Context: an optimization exercise on an open-source flow, tuned for a short achievable clock period and few clock cycles. The choices shown serve that exercise and are no tape-out recipe.
The RTL was checked by simulation tests, not by an equivalence proof against the original design.
The clock port is modelled as an ideal driver; clocking choices that lean on that would not hold on a real chip.
Power figures rest on the tool's default switching activity, not on a simulated workload.

==> flow/design.v <==
package rt_pkg;
  typedef logic signed [31:0] fixed_t;   
  typedef struct packed {
    fixed_t z;
    fixed_t y;
    fixed_t x;
  } vec3_t;
  typedef struct packed {
    vec3_t dir;
    vec3_t orig;
  } ray_t;
  typedef struct packed {
    vec3_t v2;
    vec3_t v1;
    vec3_t v0;
  } tri_t;
  localparam int unsigned RAY_HWORDS = 12;
  localparam int unsigned CNT_HWORDS = 2;
  localparam int unsigned TRI_HWORDS = 18;
  localparam logic [1:0] IssHdr  = 2'd0;   
  localparam logic [1:0] IssWait = 2'd1;   
  localparam logic [1:0] IssTri  = 2'd2;   
  localparam logic [1:0] IssEnd  = 2'd3;   
endpackage
module avm_read_issuer #(
  parameter int unsigned MAX_PEND = 4
) (
  input  logic        clk,
  input  logic        reset,
  input  logic        load_i,         
  input  logic [31:0] load_addr_i,
  input  logic        nz_i,           
  input  logic        zero_i,         
  input  logic        cnt_i,          
  input  logic [31:0] cnt_val_i,
  input  logic        take_i,         
  input  logic        rsp_i,          
  input  logic        waitrequest_i,
  output logic        read_o,
  output logic [31:0] address_o
);
  localparam logic [5:0] SPACE = 6'(2 * rt_pkg::TRI_HWORDS);
  logic [1:0]  ph_q, ph_d;
  logic        read_q, read_d;
  logic [31:0] addr_q;
  logic [4:0]  hw_q, hw_d;
  logic [31:0] left_q;               
  logic        dec_q, dec_d;         
  logic [2:0]  pend_q, pend_d;
  logic [5:0]  space_q, space_d;
  logic        nz_q, nz_d;           
  logic        acc;
  logic        hw_last, rec_last, nz;
  logic        can_acc, can_noacc;
  logic        pend_ok_acc, pend_ok_noacc;
  assign acc      = read_q && !waitrequest_i;
  assign hw_last  = (ph_q == rt_pkg::IssHdr) ? (hw_q == 5'd13) : (hw_q == 5'd17);
  assign rec_last = (left_q == 32'd1);
  assign nz       = nz_q || nz_i;
  always_comb begin
    can_acc   = 1'b0;
    can_noacc = 1'b0;
    unique case (ph_q)
      rt_pkg::IssHdr: begin
        can_acc   = !hw_last || nz;
        can_noacc = 1'b1;
      end
      rt_pkg::IssWait: begin
        can_acc   = 1'b0;
        can_noacc = nz_i;
      end
      rt_pkg::IssTri: begin
        can_acc   = !(hw_last && rec_last) && (space_q > 6'd1);
        can_noacc = (space_q != 6'd0);
      end
      default: ;
    endcase
  end
  assign pend_ok_acc   = rsp_i || (pend_q < 3'(MAX_PEND - 1));
  assign pend_ok_noacc = rsp_i || (pend_q < 3'(MAX_PEND));
  always_comb begin
    if (read_q) read_d = waitrequest_i || (can_acc && pend_ok_acc);
    else        read_d = can_noacc && pend_ok_noacc;
    ph_d    = ph_q;
    hw_d    = hw_q;
    dec_d   = 1'b0;
    space_d = space_q;
    pend_d  = pend_q + 3'(acc) - 3'(rsp_i);
    nz_d    = nz_q || nz_i;
    if (acc) begin
      hw_d = hw_last ? 5'd0 : hw_q + 5'd1;
      if (ph_q == rt_pkg::IssHdr && hw_last) begin
        ph_d    = nz ? rt_pkg::IssTri : rt_pkg::IssWait;
        space_d = SPACE;
      end
      if (ph_q == rt_pkg::IssTri) begin
        space_d = space_q - 6'd1;
        if (hw_last) begin
          dec_d = 1'b1;
          if (rec_last) ph_d = rt_pkg::IssEnd;
        end
      end
    end
    if (take_i) space_d = space_d + 6'(rt_pkg::TRI_HWORDS);
    if (ph_q == rt_pkg::IssWait) begin
      if (nz_i)   ph_d = rt_pkg::IssTri;
      if (zero_i) ph_d = rt_pkg::IssEnd;
    end
    if (load_i) begin
      read_d  = 1'b1;
      ph_d    = rt_pkg::IssHdr;
      hw_d    = '0;
      pend_d  = '0;
      nz_d    = 1'b0;
    end
  end
  always_ff @(posedge clk) begin
    if (!reset) begin
      read_q  <= 1'b0;
      ph_q    <= rt_pkg::IssEnd;
      hw_q    <= '0;
      dec_q   <= 1'b0;
      pend_q  <= '0;
      space_q <= '0;
      nz_q    <= 1'b0;
    end else begin
      read_q  <= read_d;
      ph_q    <= ph_d;
      hw_q    <= hw_d;
      dec_q   <= dec_d;
      pend_q  <= pend_d;
      space_q <= space_d;
      nz_q    <= nz_d;
    end
  end
  always_ff @(posedge clk) begin
    if (load_i)      addr_q <= load_addr_i;
    else if (acc)    addr_q <= addr_q + 32'd2;
    if (cnt_i)       left_q <= cnt_val_i;
    else if (dec_q)  left_q <= left_q - 32'd1;
  end
  assign read_o    = read_q;
  assign address_o = addr_q;
endmodule
module scene_fetch #(
  parameter int unsigned MAX_PEND = 4
) (
  input  logic                 clk,
  input  logic                 reset,
  input  logic                 start,
  input  logic [31:0]          base_addr,
  output logic                 avm_m0_read,
  output logic [31:0]          avm_m0_address,
  output logic [1:0]           avm_m0_byteenable,
  input  logic                 avm_m0_waitrequest,
  input  logic [15:0]          avm_m0_readdata,
  input  logic                 avm_m0_readdatavalid,
  output logic [191:0]         o_ray,
  output logic                 o_ray_valid,
  output logic [287:0]         o_tri,
  output logic [31:0]          o_tri_index,
  output logic                 o_tri_valid,
  input  logic                 i_tri_ready,
  output logic                 o_tri_last,
  output logic [31:0]          o_tri_cnt,
  output logic                 o_busy,
  output logic                 o_done
);
  logic         busy_q, done_q, done_d;
  logic         load;
  logic         rdv;
  logic [15:0]  rd;
  logic         rx_tri_q, rx_tri_d;
  logic [4:0]   rx_hw_q, rx_hw_d;
  logic [287:0] rec_q, rec_d;
  logic         full_q, full_d;      
  logic         lo_nz_q;             
  logic         h11_q, h12_q, h13_q, t17_q;
  logic         ray_ld_q, cnt_ld_q, zero_q, tri_ld_q;
  logic [191:0] ray_q;
  logic         ray_valid_q, ray_valid_d;
  logic [31:0]  cnt_q;
  logic [287:0] tri_q;
  logic         tri_valid_q, tri_valid_d;
  logic [31:0]  idx_q, ld_q;         
  logic [31:0]  ld_left_q;           
  logic         last_q;
  logic         take_q;
  logic         ray_ld, lo_rx, cnt_ld, tri_ld, rec_end, handshake, rd_nz, nz_ev, zero_ev;
  assign rdv       = avm_m0_readdatavalid;
  assign rd        = avm_m0_readdata;
  assign load      = start && !busy_q;
  assign handshake = tri_valid_q && i_tri_ready;
  assign rec_d   = rdv ? {rd, rec_q[287:16]} : rec_q;
  assign ray_ld  = rdv && h11_q;
  assign lo_rx   = rdv && h12_q;
  assign cnt_ld  = rdv && h13_q;
  assign rd_nz   = (rd != 16'd0);
  assign nz_ev   = (lo_rx || cnt_ld) && rd_nz;
  assign zero_ev = cnt_ld && !rd_nz && !lo_nz_q;
  assign rec_end = rdv && t17_q;
  assign tri_ld  = (full_q && !tri_valid_q) || (rdv && t17_q && !tri_valid_q);
  avm_read_issuer #(.MAX_PEND(MAX_PEND)) u_issuer (
    .clk           (clk),
    .reset         (reset),
    .load_i        (load),
    .load_addr_i   (base_addr),
    .nz_i          (nz_ev),
    .zero_i        (zero_ev),
    .cnt_i         (cnt_ld_q),
    .cnt_val_i     (rec_q[287:256]),
    .take_i        (take_q),
    .rsp_i         (rdv),
    .waitrequest_i (avm_m0_waitrequest),
    .read_o        (avm_m0_read),
    .address_o     (avm_m0_address)
  );
  always_comb begin
    rx_tri_d = rx_tri_q;
    rx_hw_d  = rx_hw_q;
    full_d   = full_q;
    done_d   = zero_q || (handshake && last_q);
    if (rdv) begin
      if (cnt_ld) begin
        rx_tri_d = 1'b1;
        rx_hw_d  = '0;
      end else if (rec_end) begin
        rx_hw_d  = '0;
      end else begin
        rx_hw_d  = rx_hw_q + 5'd1;
      end
    end
    if (rec_end) full_d = 1'b1;
    if (tri_ld)  full_d = 1'b0;
    if (load) begin
      rx_tri_d = 1'b0;
      rx_hw_d  = '0;
      full_d   = 1'b0;
    end
  end
  assign ray_valid_d = !load && (ray_ld_q || ray_valid_q);
  assign tri_valid_d = (tri_valid_q && !i_tri_ready) || tri_ld;
  always_ff @(posedge clk) begin
    if (!reset) begin
      busy_q      <= 1'b0;
      done_q      <= 1'b0;
      rx_tri_q    <= 1'b0;
      rx_hw_q     <= '0;
      h11_q       <= 1'b0;
      h12_q       <= 1'b0;
      h13_q       <= 1'b0;
      t17_q       <= 1'b0;
      full_q      <= 1'b0;
      ray_ld_q    <= 1'b0;
      cnt_ld_q    <= 1'b0;
      zero_q      <= 1'b0;
      tri_ld_q    <= 1'b0;
      ray_valid_q <= 1'b0;
      tri_valid_q <= 1'b0;
      take_q      <= 1'b0;
    end else begin
      busy_q      <= load || (busy_q && !done_q);
      done_q      <= done_d;
      rx_tri_q    <= rx_tri_d;
      rx_hw_q     <= rx_hw_d;
      h11_q       <= !rx_tri_d && (rx_hw_d == 5'd11);
      h12_q       <= !rx_tri_d && (rx_hw_d == 5'd12);
      h13_q       <= !rx_tri_d && (rx_hw_d == 5'd13);
      t17_q       <= rx_tri_d && (rx_hw_d == 5'd17);
      full_q      <= full_d;
      ray_ld_q    <= ray_ld;
      cnt_ld_q    <= cnt_ld;
      zero_q      <= zero_ev;
      tri_ld_q    <= tri_ld;
      ray_valid_q <= ray_valid_d;
      tri_valid_q <= tri_valid_d;
      take_q      <= handshake;
    end
  end
  always_ff @(posedge clk) begin
    rec_q <= rec_d;
    if (lo_rx)    lo_nz_q <= rd_nz;
    if (ray_ld_q) ray_q   <= rec_q[287:96];
    if (cnt_ld_q) begin
      cnt_q     <= rec_q[287:256];
      ld_q      <= '0;
      ld_left_q <= rec_q[287:256];
    end else if (tri_ld_q) begin
      ld_q      <= ld_q + 32'd1;
      ld_left_q <= ld_left_q - 32'd1;
    end
    if (tri_ld) begin
      tri_q  <= rec_d;
      idx_q  <= ld_q;
      last_q <= (ld_left_q == 32'd1);
    end
  end
  assign avm_m0_byteenable = 2'b11;
  assign o_ray       = ray_q;
  assign o_ray_valid = ray_valid_q;
  assign o_tri       = tri_q;
  assign o_tri_index = idx_q;
  assign o_tri_valid = tri_valid_q;
  assign o_tri_last  = last_q;
  assign o_tri_cnt   = cnt_q;
  assign o_busy      = busy_q;
  assign o_done      = done_q;
endmodule
Settings: LEC_CHECK=0, ABC_CLOCK_PERIOD_IN_PS=2500, CAP_MARGIN=20, CORE_MARGIN=2, CORE_UTILIZATION=40, SETUP_SLACK_MARGIN=5, SLEW_MARGIN=20; clock period 8.0 ns.
standard.sh (not shown) runs the stock make flow with config.mk's settings and CLKGATE_MAP_FILE= SYNTH_SCRIPT=/design/flow/synth_recipe.tcl, a recipe that flattens the netlist after the stock synthesis.
==> flow/flow/run.sh <==
#!/bin/bash
# Standard ORFS layout with three changes: timing repair aims for 5.5 ns of setup slack,
# clock sinks are clustered 25 per leaf buffer within 100 um, and the clock tree's root
# buffer is removed after CTS (flow/pre_cts.tcl) so the clock port drives the 4 first-level
# buffers directly. ORFS writes each step's log under orfs/logs; make's output goes to
# flow_make.log.
set -euo pipefail
bash standard.sh SETUP_SLACK_MARGIN=5.5 CTS_CLUSTER_SIZE=25 CTS_CLUSTER_DIAMETER=100 \
  PRE_CTS_TCL="$PWD/flow/pre_cts.tcl" finish > flow_make.log 2>&1
==> flow/flow/pre_cts.tcl <==
proc my_remove_clock_root {} {
  set block [ord::get_db_block]
  set port [$block findBTerm clk]
  set net [$port getNet]
  set loads {}
  foreach it [$net getITerms] { if {[$it isInputSignal]} { lappend loads $it } }
  if {[llength $loads] != 1} { puts "ROOTRM: clk has [llength $loads] loads, left alone"; return }
  set root [[lindex $loads 0] getInst]
  set master [[$root getMaster] getName]
  if {![string match "sky130_fd_sc_hd__clkbuf_*" $master]} { puts "ROOTRM: root is $master, left alone"; return }
  set rname [$root getName]
  set onet [[$root findITerm X] getNet]
  set sinks {}
  foreach it [$onet getITerms] { if {[$it getInst] != $root} { lappend sinks $it } }
  if {[llength $sinks] > 4 || [llength [$onet getBTerms]] > 0} { puts "ROOTRM: root drives [llength $sinks] cells, left alone"; return }
  foreach it $sinks { $it disconnect; $it connect $net }
  [$root findITerm A] disconnect
  [$root findITerm X] disconnect
  odb::dbInst_destroy $root
  odb::dbNet_destroy $onet
  puts "ROOTRM: removed root buffer $rname; clk now drives [llength $sinks] buffers"
}

rename clock_tree_synthesis my_orig_clock_tree_synthesis
proc clock_tree_synthesis {args} {
  my_orig_clock_tree_synthesis {*}$args
  my_remove_clock_root
}
The baseline completed without violations.
Testbench counts at the start, summed over its fixed seeds: cycles 88,925.
Edit:
==> flow/flow/run.sh (replaced) <==
#!/bin/bash
# Standard ORFS layout with three changes: timing repair aims for 6 ns of setup slack,
# clock sinks are clustered 25 per leaf buffer within 100 um, and the clock tree's root
# buffer is removed after CTS (flow/pre_cts.tcl) so the clock port drives the 4 first-level
# buffers directly. ORFS writes each step's log under orfs/logs; make's output goes to
# flow_make.log.
set -euo pipefail
bash standard.sh SETUP_SLACK_MARGIN=6 CTS_CLUSTER_SIZE=25 CTS_CLUSTER_DIAMETER=100 \
  PRE_CTS_TCL="$PWD/flow/pre_cts.tcl" finish > flow_make.log 2>&1
=> The new run finished with timing, DRC and antenna clean. Worst setup slack got worse by 85 ps. Maximum frequency drops by 3.1%. Final area climbs by 17%. Total power climbs by 4.0%.

-- port drivers added, routing unchanged --
Ports are ideal in the flow. The routed layouts listed here were re-timed in OpenROAD.
Step 1 (the two cells are an assumption about what drives the block):
set clk [get_ports {clk}]
set_driving_cell -lib_cell sky130_fd_sc_hd__clkbuf_16 $clk
set_driving_cell -lib_cell sky130_fd_sc_hd__buf_2 [delete_from_list [all_inputs] $clk]
Step 2, shift: input delay + t, output delay - t, t = (earliest + latest rising clock arrival at the registers) / 2. This alone moves slack from input paths to output paths.
a / b / c = ideal / step 1 / step 2; a / b = the first two.
| run | shift t [ns] | setup slack, ns | clock arrival spread, ns | worst slew at a driven data input, ns |
|---|---|---|---|---|
| the first run | 0.556 | 5.302 / 5.188 / 4.782 | 0.026 / 0.027 | 0.35 |
| the second run | 0.578 | 5.217 / 5.088 / 4.534 | 0.035 / 0.036 | 0.48 |
After both steps setup and hold are still met in every run listed. The setup slack of the second run, which loses most, moves by -0.129 ns with the drivers and by -0.683 ns with both steps.
